What follows belongs to an exercise in optimizing a design on an open flow for small area, a short achievable clock period and few clock cycles per item; a production flow would make more cautious choices. In this exercise RTL edits were held to simulation tests only and were not proved equivalent to the original. Power is estimated from default activity; no workload was simulated.

## dmme_top
module dmme_top (
    input  logic  clk_in,
    input  logic  rst,
    input  logic  req,
    output logic  ack,
    input  dmme_data_pkg::elem_t a00,
    input  dmme_data_pkg::elem_t a01,
    input  dmme_data_pkg::elem_t a10,
    input  dmme_data_pkg::elem_t a11,
    input  dmme_data_pkg::elem_t b00,
    input  dmme_data_pkg::elem_t b01,
    input  dmme_data_pkg::elem_t b10,
    input  dmme_data_pkg::elem_t b11,
    output dmme_data_pkg::acc_t  c00,
    output dmme_data_pkg::acc_t  c01,
    output dmme_data_pkg::acc_t  c10,
    output dmme_data_pkg::acc_t  c11
);
For scale: about 1600 cells after synthesis, about 130 flip-flops, ~140 I/O pins.
==> flow/config.mk <==
export PLATFORM = sky130hd
export DESIGN_NAME = dmme_top
export DESIGN_NICKNAME = dmme_top
export VERILOG_FILES = /design/flow/design.v
export SDC_FILE = /design/flow/constraint.sdc
export NUM_CORES = 4
export LEC_CHECK = 0
export CAP_MARGIN = 20
export CORE_MARGIN = 2
export CORE_UTILIZATION = 70
export PLACE_DENSITY = 0.85
export SETUP_SLACK_MARGIN = 2.8
export SLEW_MARGIN = 20
export SYNTH_HIERARCHICAL = 1
export SYNTH_MINIMUM_KEEP_SIZE = 0
==> flow/constraint.sdc <==
create_clock -name core_clock -period 7.0 [get_ports {clk_in}]
set_input_delay 1.4000 -clock core_clock [delete_from_list [all_inputs] [get_ports {clk_in}]]
set_output_delay 1.4000 -clock core_clock [all_outputs]
set_load 0.01 [all_outputs]
standard.sh (not shown) runs the stock make flow with config.mk's settings and CLKGATE_MAP_FILE= SYNTH_SCRIPT=/design/flow/synth_recipe.tcl, a recipe that flattens the netlist after the stock synthesis.
==> flow/flow/run.sh <==
#!/bin/bash
# The standard layout (standard.sh), with two changes to how it is made:
#  - the resizer may swap a cell for one of another footprint
#    (MATCH_CELL_FOOTPRINT=0; the platform default keeps same-footprint swaps)
#  - the ports are buffered with plain buffers (buf_2) instead of the delay
#    cells buffer_ports picks by default
# If the routed layout then has an antenna violation, the layout is made
# again with the default port buffers.
set -u
try() {
  local tag=$1; shift
  rm -rf orfs out/final.def
  bash standard.sh "$@" finish > "standard_$tag.log" 2>&1
  [ -f out/final.def ] || return 1
  printf 'read_db orfs/results/sky130hd/dmme_top/base/6_final.odb\ncheck_antennas\n' > "ant_$tag.tcl"
  openroad -no_init -exit "ant_$tag.tcl" > "ant_$tag.log" 2>&1
  ! grep -q "Found [1-9][0-9]* net violations" "ant_$tag.log"
}
try buf MATCH_CELL_FOOTPRINT=0 "BUFFER_PORTS_ARGS=-buffer_cell sky130_fd_sc_hd__buf_2" ||
  try std MATCH_CELL_FOOTPRINT=0
Testbench counts at the start, summed over its fixed seeds: cycles 3,200, jobs 1,600.
==> next run, changes <==
- CORE_UTILIZATION: 70 -> 40
- PLACE_DENSITY: 0.85 -> 0.6
The changed run finished clean; area after synthesis stays the same; sequential cell count is unchanged; worst hold slack gets worse by 0.011 ns; total power is higher by 0.62%; worst setup slack gets better by 0.048 ns; design area increases by about 1.8%.
==> next run, changes <==
- CORE_UTILIZATION: 40 -> 60
- PLACE_DENSITY: 0.6 -> 0.75
The changed run finished clean; non-clock buffer count does not change; via count went up by 3.6%; total power went down by 2.3%; wire length went down by 2.3%.
==> next run, changes <==
- CORE_UTILIZATION: 60 -> 40
- PLACE_DENSITY: 0.75 -> 0.6
- SETUP_SLACK_MARGIN: 2.8 -> 3.0
After rerunning:
- The changed run passed the timing, DRC and antenna checks
- count of clock-buffer cells in the layout came out higher by 1
- design area rose by a few percent
- setup slack is worse by 0.014 ns
- utilization shrinks by 20 points
- wire length is higher by a few percent


Another version of the RTL of dmme_top (not shown whole).
Size in the first run: ~1500 cells after synthesis, ~140 I/O pins.
// dmme_top
module dmme_top (
    input  logic  clk_in,
    input  logic  rst,
    input  logic  req,
    output logic  ack,
    input  dmme_data_pkg::elem_t a00,
    input  dmme_data_pkg::elem_t a01,
    input  dmme_data_pkg::elem_t a10,
    input  dmme_data_pkg::elem_t a11,
    input  dmme_data_pkg::elem_t b00,
    input  dmme_data_pkg::elem_t b01,
    input  dmme_data_pkg::elem_t b10,
    input  dmme_data_pkg::elem_t b11,
    output dmme_data_pkg::acc_t  c00,
    output dmme_data_pkg::acc_t  c01,
    output dmme_data_pkg::acc_t  c10,
    output dmme_data_pkg::acc_t  c11
);
Settings: LEC_CHECK=0, CAP_MARGIN=20, CORE_MARGIN=2, CORE_UTILIZATION=60, PLACE_DENSITY=0.75, SETUP_SLACK_MARGIN=2.8, SLEW_MARGIN=20, SYNTH_HIERARCHICAL=1, SYNTH_MINIMUM_KEEP_SIZE=0, TNS_END_PERCENT=10; clock period 7.0 ns.
Scripts as last shown in full above: flow/flow/run.sh
Testbench counts at the start, summed over its fixed seeds: cycles 3,200, jobs 1,600.
Edit:
- TNS_END_PERCENT: 10 -> 0
Result: The changed run completed without violations. Cell count is unchanged. Worst setup slack gets better by 0.0095 ns. Area after synthesis does not change. Fmax is about the same. Worst hold slack got worse by 0.0035 ns. Combinational power barely changes. Synthesized cell count is unchanged. Via count shrinks by 1.7%. Global-route usage shrinks by 0.55 points. Power went up by 0.41%. Wire length fell by 3.3%.
Edit:
- SETUP_SLACK_MARGIN: 2.8 -> 3.0
- TNS_END_PERCENT: 0 -> default
The changed run finished with timing, DRC and antenna clean.
Cell count came out higher by 4.1%.
Critical path depth is higher by 1.
Clock-buffer cell count is unchanged.
Wire length came out higher by 15%.
Combinational power came out higher by 9.4%.
Edit:
- SETUP_SLACK_MARGIN: 3.0 -> 2.9
- TNS_END_PERCENT: default -> 20
What happened: Global-route usage is lower by 1.1 points; routed wire length decreases by 7.4%; sequential power hardly moves; power falls by 3.9%; worst hold slack gets worse by 0.0089 ns; cell count falls by 3.0%; via count goes down by 3.5%; worst setup slack gets worse by 0.034 ns; non-clock buffer count shrinks by 57; first-iteration DRC count goes down by 35%; sequential share of layout area went up by 1.0 points.

-- port drivers added, routing unchanged --
No port has a modelled driver above. Below, the same layouts with a new extraction and two added sets of constraints.
Step 1, drivers: a clkbuf_16 drives clk_in and a buf_2 each remaining input, both assumed.
Step 2 moves the port delays by t, midway between the first and last clock arrival at a register: inputs arrive t later, outputs are due t later. That takes back most of the time a late clock gives input paths.
Three values: ideal, step 1, step 2; two values: the first two.
| run | t, ns | slack for setup (ns) | slew at the worst register clock pin (ns) | pins driven straight from the clock port |
|---|---|---|---|---|
| the first run of note 1 | 0.477 | 2.718 / 2.672 / 2.446 | 0.06 / 0.06 | 1 |
| the second run of note 1 | 0.489 | 2.766 / 2.715 / 2.504 | 0.07 / 0.07 | 1 |
| the third run of note 1 | 0.471 | 2.806 / 2.759 / 2.501 | 0.06 / 0.06 | 1 |
| the fourth run of note 1 | 0.486 | 2.792 / 2.741 / 2.544 | 0.07 / 0.07 | 1 |
| the first run of note 2 | 0.407 | 2.756 / 2.747 / 2.339 | 0.08 / 0.08 | 1 |
| the second run of note 2 | 0.409 | 2.766 / 2.769 / 2.360 | 0.08 / 0.08 | 1 |
| the third run of note 2 | 0.413 | 2.893 / 2.820 / 2.407 | 0.09 / 0.09 | 1 |
| the fourth run of note 2 | 0.408 | 2.859 / 2.872 / 2.464 | 0.08 / 0.08 | 1 |
After both steps every run listed still meets setup and hold. The setup slack of the third run of note 2, which loses most, moves by -0.073 ns with the drivers and by -0.486 ns with both steps.
